This is an optimization exercise on Yosys and OpenROAD, whose aim is a short achievable clock period and few clock cycles, not a production implementation.
In this exercise RTL edits were held to simulation tests only and were not proved equivalent to the original.

==> run F <==
==> flow/design.v <==
package cpuPkg;
    localparam int XLEN = 32;
    localparam logic [6:0] OP_R      = 7'b0110011;
    localparam logic [6:0] OP_IMM    = 7'b0010011;
    localparam logic [6:0] OP_LOAD   = 7'b0000011;
    localparam logic [6:0] OP_STORE  = 7'b0100011;
    localparam logic [6:0] OP_JAL    = 7'b1101111;
    localparam logic [6:0] OP_JALR   = 7'b1100111;
    localparam logic [6:0] OP_BRANCH = 7'b1100011;
    localparam logic [6:0] OP_SYSTEM = 7'b1110011;
    localparam logic [2:0] PH_START = 3'd0;
    localparam logic [2:0] PH_FETCH = 3'd1;
    localparam logic [2:0] PH_EXEC  = 3'd2;
    localparam logic [2:0] PH_MEM   = 3'd3;
    localparam logic [2:0] PH_HALT  = 3'd4;
endpackage
`timescale 1ns/10ps
import cpuPkg::*;
module regFile (
    input  logic                    clk,
    input  logic [4:0]              rs1,
    input  logic [4:0]              rs2,
    input  logic [4:0]              rd,
    input  logic                    we,
    input  logic [cpuPkg::XLEN-1:0] wdata,
    input  logic                    useImm,
    input  logic [cpuPkg::XLEN-1:0] imm,
    output logic [cpuPkg::XLEN-1:0] rdata1,
    output logic [cpuPkg::XLEN-1:0] rdata2,
    output logic [cpuPkg::XLEN-1:0] rdataI
);
    logic [XLEN-1:0] regs [1:31];
    logic            fwd1;
    logic            fwd2;
    always_ff @(posedge clk) begin
        if (we && rd != 5'd0) begin
            regs[rd] <= wdata;
        end
    end
    assign fwd1 = we && rd != 5'd0 && rs1 == rd;
    assign fwd2 = we && rd != 5'd0 && rs2 == rd;
    always_comb begin
        rdata1 = fwd1 ? wdata : '0;
        rdata2 = fwd2 ? wdata : '0;
        rdataI = useImm ? imm : (fwd2 ? wdata : '0);
        for (int k = 1; k < 32; k++) begin
            if (!fwd1 && rs1 == 5'(k)) rdata1 = rdata1 | regs[k];
            if (!fwd2 && rs2 == 5'(k)) rdata2 = rdata2 | regs[k];
            if (!useImm && !fwd2 && rs2 == 5'(k)) rdataI = rdataI | regs[k];
        end
    end
endmodule
`timescale 1ns/10ps
import cpuPkg::*;
module immGen (
    input  logic [31:0]             instr,
    output logic [cpuPkg::XLEN-1:0] immI,
    output logic [cpuPkg::XLEN-1:0] immS,
    output logic [cpuPkg::XLEN-1:0] immB,
    output logic [cpuPkg::XLEN-1:0] immJ
);
    assign immI = {{20{instr[31]}}, instr[31:20]};
    assign immS = {{20{instr[31]}}, instr[31:25], instr[11:7]};
    assign immB = {{20{instr[31]}}, instr[7], instr[30:25], instr[11:8], 1'b0};
    assign immJ = {{12{instr[31]}}, instr[19:12], instr[20], instr[30:21], 1'b0};
endmodule
`timescale 1ns/10ps
import cpuPkg::*;
module aluUnit (
    input  logic [cpuPkg::XLEN-1:0] a,
    input  logic [cpuPkg::XLEN-1:0] b,       
    input  logic [cpuPkg::XLEN-1:0] opB,     
    input  logic [2:0]              funct3,
    input  logic                    isSub,
    output logic [cpuPkg::XLEN-1:0] sum,
    output logic [cpuPkg::XLEN-1:0] result,
    output logic                    branchTaken
);
    logic [XLEN-1:0] diff;
    logic            lessThan;
    logic            brEqual;
    logic            brLess;
    assign sum = a + opB;
    assign diff = a - opB;
    assign lessThan = $signed(a) < $signed(opB);
    assign brEqual = (a == b);
    assign brLess = $signed(a) < $signed(b);
    always_comb begin
        case (funct3)
            3'b000:  result = isSub ? diff : sum;
            3'b010:  result = {{(XLEN-1){1'b0}}, lessThan};
            3'b100:  result = a ^ opB;
            3'b110:  result = a | opB;
            3'b111:  result = a & opB;
            default: result = sum;
        endcase
        case (funct3)
            3'b000:  branchTaken = brEqual;
            3'b001:  branchTaken = !brEqual;
            3'b100:  branchTaken = brLess;
            3'b101:  branchTaken = !brLess;
            default: branchTaken = 1'b0;
        endcase
    end
endmodule
`timescale 1ns/10ps
import cpuPkg::*;
module stateSequencer (
    input  logic clk,
    input  logic rst,
    input  logic memAck,
    input  logic fAlu,
    input  logic fExec,
    input  logic iLdSt,
    output logic memReq,
    output logic issued,      
    output logic accessDone,
    output logic phFetch,
    output logic phExec,
    output logic phMem,
    output logic halted
);
    logic idle;      
    logic phStart;
    assign memReq = !(idle | memAck);
    assign accessDone = issued & memAck;
    always_ff @(posedge clk) begin
        if (rst) begin
            issued <= 1'b0;
        end else begin
            issued <= memReq | (issued & !memAck);
        end
    end
    always_ff @(posedge clk) begin
        if (rst) begin
            phStart <= 1'b1;
            phFetch <= 1'b0;
            phExec <= 1'b0;
            phMem <= 1'b0;
            idle <= 1'b1;
            halted <= 1'b0;
        end else begin
            if (phStart) begin
                phStart <= 1'b0;
                phFetch <= 1'b1;
                idle <= 1'b0;
            end
            if (phFetch && accessDone) begin
                if (fExec) begin
                    phFetch <= 1'b0;
                    phExec <= 1'b1;
                    idle <= 1'b1;
                end else if (!fAlu) begin
                    phFetch <= 1'b0;
                    idle <= 1'b1;
                    halted <= 1'b1;
                end
            end
            if (phExec) begin
                phExec <= 1'b0;
                phMem <= iLdSt;
                phFetch <= !iLdSt;
                idle <= 1'b0;
            end
            if (phMem && accessDone) begin
                phMem <= 1'b0;
                phFetch <= 1'b1;
            end
        end
    end
endmodule
`timescale 1ns/10ps
import cpuPkg::*;
module stateToControl (
    input  logic [6:0] opcode,
    output logic       isAlu,      
    output logic       isExec,     
    output logic       isUseImm,   
    output logic       isStore
);
    always_comb begin
        isAlu = 1'b0;
        isExec = 1'b0;
        isUseImm = 1'b0;
        isStore = 1'b0;
        case (opcode)
            OP_R:      isAlu = 1'b1;
            OP_IMM:    begin isAlu = 1'b1; isUseImm = 1'b1; end
            OP_LOAD:   begin isExec = 1'b1; isUseImm = 1'b1; end
            OP_STORE:  begin isExec = 1'b1; isUseImm = 1'b1; isStore = 1'b1; end
            OP_JAL:    isAlu = 1'b1;
            OP_JALR:   begin isExec = 1'b1; isUseImm = 1'b1; end
            OP_BRANCH: isExec = 1'b1;
            default:   ;
        endcase
    end
endmodule
`timescale 1ns/10ps
import cpuPkg::*;
module dataPath (
    input  logic                    clk,
    input  logic                    rst,
    input  logic [cpuPkg::XLEN-1:0] memRdata,
    input  logic                    memAck,
    input  logic                    issued,
    input  logic                    accessDone,
    input  logic                    phFetch,
    input  logic                    phExec,
    input  logic                    phMem,
    input  logic                    fAlu,
    input  logic                    fUseImm,
    input  logic                    fStore,
    output logic                    iLdSt,
    output logic                    memWe,
    output logic [cpuPkg::XLEN-1:0] memAddr,
    output logic [cpuPkg::XLEN-1:0] memWdata
);
    logic [XLEN-1:0] addrQ;      
    logic [XLEN-1:0] pcPlus4;
    logic [XLEN-1:0] targetB;
    logic [XLEN-1:0] regA;
    logic [XLEN-1:0] regB;
    logic [XLEN-1:0] opBQ;
    logic [XLEN-1:0] wbData;
    logic            wbPend;
    logic            aluStep;
    logic [XLEN-1:0] wdataQ;
    logic            weQ;
    logic [31:0]     ir;
    logic            iLoad;
    logic            iStore;
    logic            iJal;
    logic            iJalr;
    logic            iBranch;
    logic            iSub;
    logic            fetchDone;
    logic            memDone;
    logic [XLEN-1:0] fImmI;
    logic [XLEN-1:0] fImmS;
    logic [XLEN-1:0] fImmB;
    logic [XLEN-1:0] fImmJ;
    logic [6:0]      fOp;
    logic [XLEN-1:0] rdata1;
    logic [XLEN-1:0] rdata2;
    logic [XLEN-1:0] rdataI;
    logic [XLEN-1:0] sum;
    logic [XLEN-1:0] aluResult;
    logic            branchTaken;
    logic [XLEN-1:0] execAddr;
    logic [XLEN-1:0] ackAddr;
    assign fOp = memRdata[6:0];
    assign fetchDone = accessDone & phFetch;
    assign memDone = accessDone & phMem;
    immGen fetchImms (.instr(memRdata), .immI(fImmI), .immS(fImmS), .immB(fImmB), .immJ(fImmJ));
    regFile regs (
        .clk(clk), .rs1(memRdata[19:15]), .rs2(memRdata[24:20]), .rd(ir[11:7]),
        .we(wbPend), .wdata(wbData), .useImm(fUseImm), .imm(fStore ? fImmS : fImmI),
        .rdata1(rdata1), .rdata2(rdata2), .rdataI(rdataI)
    );
    always_ff @(posedge clk) begin
        regA <= rdata1;
        regB <= rdata2;
        opBQ <= rdataI;
        targetB <= addrQ + fImmB;
    end
    aluUnit alu (
        .a(regA), .b(regB), .opB(opBQ), .funct3(ir[14:12]), .isSub(iSub),
        .sum(sum), .result(aluResult), .branchTaken(branchTaken)
    );
    always_ff @(posedge clk) begin
        if (fetchDone) begin
            ir <= memRdata;
            pcPlus4 <= addrQ + XLEN'(4);
            iLoad <= fOp == OP_LOAD;
            iStore <= fOp == OP_STORE;
            iJal <= fOp == OP_JAL;
            iJalr <= fOp == OP_JALR;
            iBranch <= fOp == OP_BRANCH;
            iSub <= fOp == OP_R && memRdata[30];
        end
    end
    always_comb begin
        if (iBranch) begin
            execAddr = branchTaken ? targetB : pcPlus4;
        end else if (iJalr) begin
            execAddr = {sum[XLEN-1:1], 1'b0};
        end else begin
            execAddr = sum;
        end
        ackAddr = phMem ? pcPlus4 : (fOp == OP_JAL ? addrQ + fImmJ : addrQ + XLEN'(4));
    end
    always_ff @(posedge clk) begin
        if (rst) begin
            addrQ <= '0;
        end else if (memAck && issued) begin
            addrQ <= ackAddr;
        end else if (phExec) begin
            addrQ <= execAddr;
        end
    end
    always_ff @(posedge clk) begin
        if (rst) begin
            aluStep <= 1'b0;
            wbPend <= 1'b0;
        end else begin
            aluStep <= fetchDone && fAlu || phExec && iJalr;
            wbPend <= (aluStep || memDone && iLoad) && ir[11:7] != 5'd0;
        end
    end
    always_ff @(posedge clk) begin
        if (aluStep) begin
            wbData <= iJal || iJalr ? pcPlus4 : aluResult;
        end else if (memDone) begin
            wbData <= memRdata;
        end
    end
    always_ff @(posedge clk) begin
        if (rst) begin
            weQ <= 1'b0;
        end else if (phExec) begin
            weQ <= iStore;
        end else if (memDone) begin
            weQ <= 1'b0;
        end
        if (phExec) wdataQ <= regB;
    end
    assign iLdSt = iLoad | iStore;
    assign memWe = weQ;
    assign memAddr = addrQ;
    assign memWdata = wdataQ;
endmodule
`timescale 1ns/10ps
import cpuPkg::*;
module cpuTop (
    input  logic                    clk,
    input  logic                    rst,
    output logic                    memReq,
    output logic                    memWe,
    output logic [cpuPkg::XLEN-1:0] memAddr,
    output logic [cpuPkg::XLEN-1:0] memWdata,
    input  logic                    memAck,
    input  logic [cpuPkg::XLEN-1:0] memRdata,
    output logic                    halted
);
    logic accessDone;
    logic issued;
    logic phFetch;
    logic phExec;
    logic phMem;
    logic iLdSt;
    logic fAlu;
    logic fExec;
    logic fUseImm;
    logic fStore;
    stateToControl decode (
        .opcode(memRdata[6:0]), .isAlu(fAlu), .isExec(fExec), .isUseImm(fUseImm),
        .isStore(fStore)
    );
    stateSequencer sequencer (
        .clk(clk),
        .rst(rst),
        .memAck(memAck),
        .fAlu(fAlu),
        .fExec(fExec),
        .iLdSt(iLdSt),
        .memReq(memReq),
        .issued(issued),
        .accessDone(accessDone),
        .phFetch(phFetch),
        .phExec(phExec),
        .phMem(phMem),
        .halted(halted)
    );
    dataPath datapath (
        .clk(clk),
        .rst(rst),
        .memRdata(memRdata),
        .memAck(memAck),
        .issued(issued),
        .accessDone(accessDone),
        .phFetch(phFetch),
        .phExec(phExec),
        .phMem(phMem),
        .fAlu(fAlu),
        .fUseImm(fUseImm),
        .fStore(fStore),
        .iLdSt(iLdSt),
        .memWe(memWe),
        .memAddr(memAddr),
        .memWdata(memWdata)
    );
endmodule
==> flow/run.sh <==
#!/bin/bash
# synth_recipe.tcl (not shown) runs the flow's synth.tcl, then flattens the netlist and writes it again
# the make line also repeats each setting of config.mk as NAME=value (left out here)
make -C /OpenROAD-flow-scripts/flow DESIGN_CONFIG=/design/flow/config.mk WORK_HOME=/design/flow/orfs CLKGATE_MAP_FILE= SYNTH_SCRIPT=/design/flow/synth_recipe.tcl finish
==> flow/config.mk <==
export PLATFORM = sky130hd
export DESIGN_NAME = cpuTop
export DESIGN_NICKNAME = cpuTop
export VERILOG_FILES = /design/flow/design.v
export SDC_FILE = /design/flow/constraint.sdc
export NUM_CORES = 4
export LEC_CHECK = 0
export ABC_CLOCK_PERIOD_IN_PS = 3000
export CAP_MARGIN = 20
export CORE_MARGIN = 2
export CORE_UTILIZATION = 40
export SETUP_SLACK_MARGIN = 4.6
export SLEW_MARGIN = 20
==> flow/constraint.sdc <==
create_clock -name core_clock -period 8.0 [get_ports {clk}]
set_input_delay 1.6000 -clock core_clock [delete_from_list [all_inputs] [get_ports {clk}]]
set_output_delay 1.6000 -clock core_clock [all_outputs]
set_load 0.01 [all_outputs]
==> run D: changes against run F <==
==> flow/design.v, changed modules only <==
module regFile (
    input  logic                    clk,
    input  logic [4:0]              rs1,
    input  logic [4:0]              rs2,
    input  logic [4:0]              rd,
    input  logic                    we,
    input  logic [cpuPkg::XLEN-1:0] wdata,
    input  logic                    useImm,
    input  logic [cpuPkg::XLEN-1:0] imm,
    output logic [cpuPkg::XLEN-1:0] rdata1,
    output logic [cpuPkg::XLEN-1:0] rdata2,
    output logic [cpuPkg::XLEN-1:0] rdataI
);
    logic [XLEN-1:0] regs [1:31];
    logic            fwd1;
    logic            fwd2;
    always_ff @(posedge clk) begin
        if (we && rd != 5'd0) begin
            regs[rd] <= wdata;
        end
    end
    logic [XLEN-1:0] read1;
    logic [XLEN-1:0] read2;
    assign fwd1 = we && rd != 5'd0 && rs1 == rd;
    assign fwd2 = we && rd != 5'd0 && rs2 == rd;
    assign read1 = (rs1 == 5'd0) ? '0 : regs[rs1];
    assign read2 = (rs2 == 5'd0) ? '0 : regs[rs2];
    always_comb begin
        rdata1 = fwd1 ? wdata : read1;
        rdata2 = fwd2 ? wdata : read2;
        rdataI = useImm ? imm : rdata2;
    end
endmodule
module stateSequencer (
    input  logic clk,
    input  logic rst,
    input  logic memAck,
    input  logic fAlu,
    input  logic fExec,
    input  logic iLdSt,
    output logic memReq,
    output logic issued,      
    output logic accessDone,
    output logic phStart,
    output logic phFetch,
    output logic phExec,
    output logic phMem,
    output logic halted
);
    logic idle;      
    assign memReq = !(idle | memAck);
    assign accessDone = issued & memAck;
    always_ff @(posedge clk) begin
        if (rst) begin
            issued <= 1'b0;
        end else begin
            issued <= memReq | (issued & !memAck);
        end
    end
    always_ff @(posedge clk) begin
        if (rst) begin
            phStart <= 1'b1;
            phFetch <= 1'b0;
            phExec <= 1'b0;
            phMem <= 1'b0;
            idle <= 1'b1;
            halted <= 1'b0;
        end else begin
            if (phStart) begin
                phStart <= 1'b0;
                phFetch <= 1'b1;
                idle <= 1'b0;
            end
            if (phFetch && accessDone) begin
                if (fExec) begin
                    phFetch <= 1'b0;
                    phExec <= 1'b1;
                    idle <= 1'b1;
                end else if (!fAlu) begin
                    phFetch <= 1'b0;
                    idle <= 1'b1;
                    halted <= 1'b1;
                end
            end
            if (phExec) begin
                phExec <= 1'b0;
                phMem <= iLdSt;
                phFetch <= !iLdSt;
                idle <= 1'b0;
            end
            if (phMem && accessDone) begin
                phMem <= 1'b0;
                phFetch <= 1'b1;
            end
        end
    end
endmodule
module dataPath (
    input  logic                    clk,
    input  logic                    rst,
    input  logic [cpuPkg::XLEN-1:0] memRdata,
    input  logic                    memAck,
    input  logic                    issued,
    input  logic                    accessDone,
    input  logic                    phFetch,
    input  logic                    phExec,
    input  logic                    phMem,
    input  logic                    fAlu,
    input  logic                    fUseImm,
    input  logic                    fStore,
    output logic                    iLdSt,
    output logic                    memWe,
    output logic [cpuPkg::XLEN-1:0] memAddr,
    output logic [cpuPkg::XLEN-1:0] memWdata
);
    logic [XLEN-1:0] addrQ;      
    logic [XLEN-1:0] pcPlus4;
    logic [XLEN-1:0] targetB;
    logic [XLEN-1:0] regA;
    logic [XLEN-1:0] regB;
    logic [XLEN-1:0] opBQ;
    logic [XLEN-1:0] wbData;
    logic            wbPend;
    logic            wbLoad;
    logic [XLEN-1:0] mdr;
    logic [XLEN-1:0] rfWdata;
    logic            aluStep;
    logic [XLEN-1:0] wdataQ;
    logic            weQ;
    logic [31:0]     ir;
    logic            iLoad;
    logic            iStore;
    logic            iJal;
    logic            iJalr;
    logic            iBranch;
    logic            iSub;
    logic            fetchDone;
    logic            memDone;
    logic [XLEN-1:0] fImmI;
    logic [XLEN-1:0] fImmS;
    logic [XLEN-1:0] fImmB;
    logic [XLEN-1:0] fImmJ;
    logic [6:0]      fOp;
    logic [XLEN-1:0] rdata1;
    logic [XLEN-1:0] rdata2;
    logic [XLEN-1:0] rdataI;
    logic [XLEN-1:0] sum;
    logic [XLEN-1:0] aluResult;
    logic            branchTaken;
    logic [XLEN-1:0] execAddr;
    logic [XLEN-1:0] ackAddr;
    assign fOp = memRdata[6:0];
    assign fetchDone = accessDone & phFetch;
    assign memDone = accessDone & phMem;
    immGen fetchImms (.instr(memRdata), .immI(fImmI), .immS(fImmS), .immB(fImmB), .immJ(fImmJ));
    regFile regs (
        .clk(clk), .rs1(memRdata[19:15]), .rs2(memRdata[24:20]), .rd(ir[11:7]),
        .we(wbPend), .wdata(rfWdata), .useImm(fUseImm), .imm(fStore ? fImmS : fImmI),
        .rdata1(rdata1), .rdata2(rdata2), .rdataI(rdataI)
    );
    always_ff @(posedge clk) begin
        regA <= rdata1;
        regB <= rdata2;
        opBQ <= rdataI;
        targetB <= addrQ + fImmB;
    end
    aluUnit alu (
        .a(regA), .b(regB), .opB(opBQ), .funct3(ir[14:12]), .isSub(iSub),
        .sum(sum), .result(aluResult), .branchTaken(branchTaken)
    );
    always_ff @(posedge clk) begin
        if (fetchDone) begin
            ir <= memRdata;
            pcPlus4 <= addrQ + XLEN'(4);
            iLoad <= fOp == OP_LOAD;
            iStore <= fOp == OP_STORE;
            iJal <= fOp == OP_JAL;
            iJalr <= fOp == OP_JALR;
            iBranch <= fOp == OP_BRANCH;
            iSub <= fOp == OP_R && memRdata[30];
        end
    end
    always_comb begin
        execAddr = ({XLEN{iBranch & branchTaken}} & targetB) |
                   ({XLEN{iBranch & !branchTaken}} & pcPlus4) |
                   ({XLEN{!iBranch}} & {sum[XLEN-1:1], sum[0] & !iJalr});
        ackAddr = phMem ? pcPlus4 : (fOp == OP_JAL ? addrQ + fImmJ : addrQ + XLEN'(4));
    end
    always_ff @(posedge clk) begin
        if (rst) begin
            addrQ <= '0;
        end else if (phExec) begin
            addrQ <= execAddr;
        end else if (accessDone) begin
            addrQ <= ackAddr;
        end
    end
    always_ff @(posedge clk) begin
        if (rst) begin
            aluStep <= 1'b0;
            wbPend <= 1'b0;
            wbLoad <= 1'b0;
        end else begin
            aluStep <= fetchDone && fAlu || phExec && iJalr;
            wbPend <= (aluStep || memDone && iLoad) && ir[11:7] != 5'd0;
            wbLoad <= memDone && iLoad;
        end
    end
    always_ff @(posedge clk) begin
        wbData <= iJal || iJalr ? pcPlus4 : aluResult;
        mdr <= memRdata;
    end
    assign rfWdata = wbLoad ? mdr : wbData;
    always_ff @(posedge clk) begin
        if (rst) begin
            weQ <= 1'b0;
        end else if (phExec) begin
            weQ <= iStore;
        end else if (memDone) begin
            weQ <= 1'b0;
        end
        if (phExec) wdataQ <= regB;
    end
    assign iLdSt = iLoad | iStore;
    assign memWe = weQ;
    assign memAddr = addrQ;
    assign memWdata = wdataQ;
endmodule
module cpuTop (
    input  logic                    clk,
    input  logic                    rst,
    output logic                    memReq,
    output logic                    memWe,
    output logic [cpuPkg::XLEN-1:0] memAddr,
    output logic [cpuPkg::XLEN-1:0] memWdata,
    input  logic                    memAck,
    input  logic [cpuPkg::XLEN-1:0] memRdata,
    output logic                    halted
);
    logic accessDone;
    logic issued;
    logic phStart;
    logic phFetch;
    logic phExec;
    logic phMem;
    logic iLdSt;
    logic fAlu;
    logic fExec;
    logic fUseImm;
    logic fStore;
    stateToControl decode (
        .opcode(memRdata[6:0]), .isAlu(fAlu), .isExec(fExec), .isUseImm(fUseImm),
        .isStore(fStore)
    );
    stateSequencer sequencer (
        .clk(clk),
        .rst(rst),
        .memAck(memAck),
        .fAlu(fAlu),
        .fExec(fExec),
        .iLdSt(iLdSt),
        .memReq(memReq),
        .issued(issued),
        .accessDone(accessDone),
        .phStart(phStart),
        .phFetch(phFetch),
        .phExec(phExec),
        .phMem(phMem),
        .halted(halted)
    );
    dataPath datapath (
        .clk(clk),
        .rst(rst),
        .memRdata(memRdata),
        .memAck(memAck),
        .issued(issued),
        .accessDone(accessDone),
        .phFetch(phFetch),
        .phExec(phExec),
        .phMem(phMem),
        .fAlu(fAlu),
        .fUseImm(fUseImm),
        .fStore(fStore),
        .iLdSt(iLdSt),
        .memWe(memWe),
        .memAddr(memAddr),
        .memWdata(memWdata)
    );
endmodule
==> results.txt <==
die footprint=between 150000 and 200000 um^2; Slowest-stage cell, CP=buf_4; Worst Tran Pin Value=between 1 and 1.5 ns; layout cells sized above 1=0.2997; outcome=timing/DRC/antenna clean; Critical Path, Cell by Cell=buf_6, buf_8, xnor2_4, nand3_4, nor3_4, or3_4, buf_12, buf_4, nor2_4, buf_4, a22oi_1, nand4_1, or3_4, mux2_4; chip width=about 400 um; Placed Cells=approximately 6800
the above is filed under run F

==> results.txt <==
outcome=timing/DRC/antenna clean; Critical Path, Cell by Cell=inv_4, ha_4, o21ba_4, a2111o_1, a211o_1, a2111o_1, a2111oi_4, buf_4, a21oi_4, xnor2_2, a22oi_2, nor2_1, o31a_1; layout cells sized above 1=0.2573; Placed Cells=6673; chip width=just over 400 um; Slowest-stage cell, CP=a2111o_1; die footprint=approximately 170000 um^2
the above is filed under run D

Testbench counts of run F, summed over its fixed seeds: cycles 69,239.
Testbench counts of run D, summed over its fixed seeds: cycles 69,239.

## re-timing with driven ports
In the flow no input, the clock included, has a driving cell. The finished layouts below were timed again as built, in two steps.
Step 1: set_driving_cell puts a clkbuf_16 on clk and a buf_2 on each other input, an assumption about the parent block.
Step 2 also shifts input and output timing later by t, the mid clock arrival at the registers, as if the neighbouring blocks saw the same clock.
a / b / c = ideal ports / drivers / drivers and shift; a / b = the first two.
run	t, ns	setup slack, ns	latest minus earliest clock arrival (ns)	cell pins on the clock port's net
run F	0.887	4.164 / 4.219 / 3.331	0.047 / 0.047	1
run D	0.876	4.236 / 4.229 / 3.353	0.055 / 0.054	1
After both steps every run listed still meets setup and hold. The setup slack of run D, which loses most, moves by -0.007 ns with the drivers and by -0.883 ns with both steps.
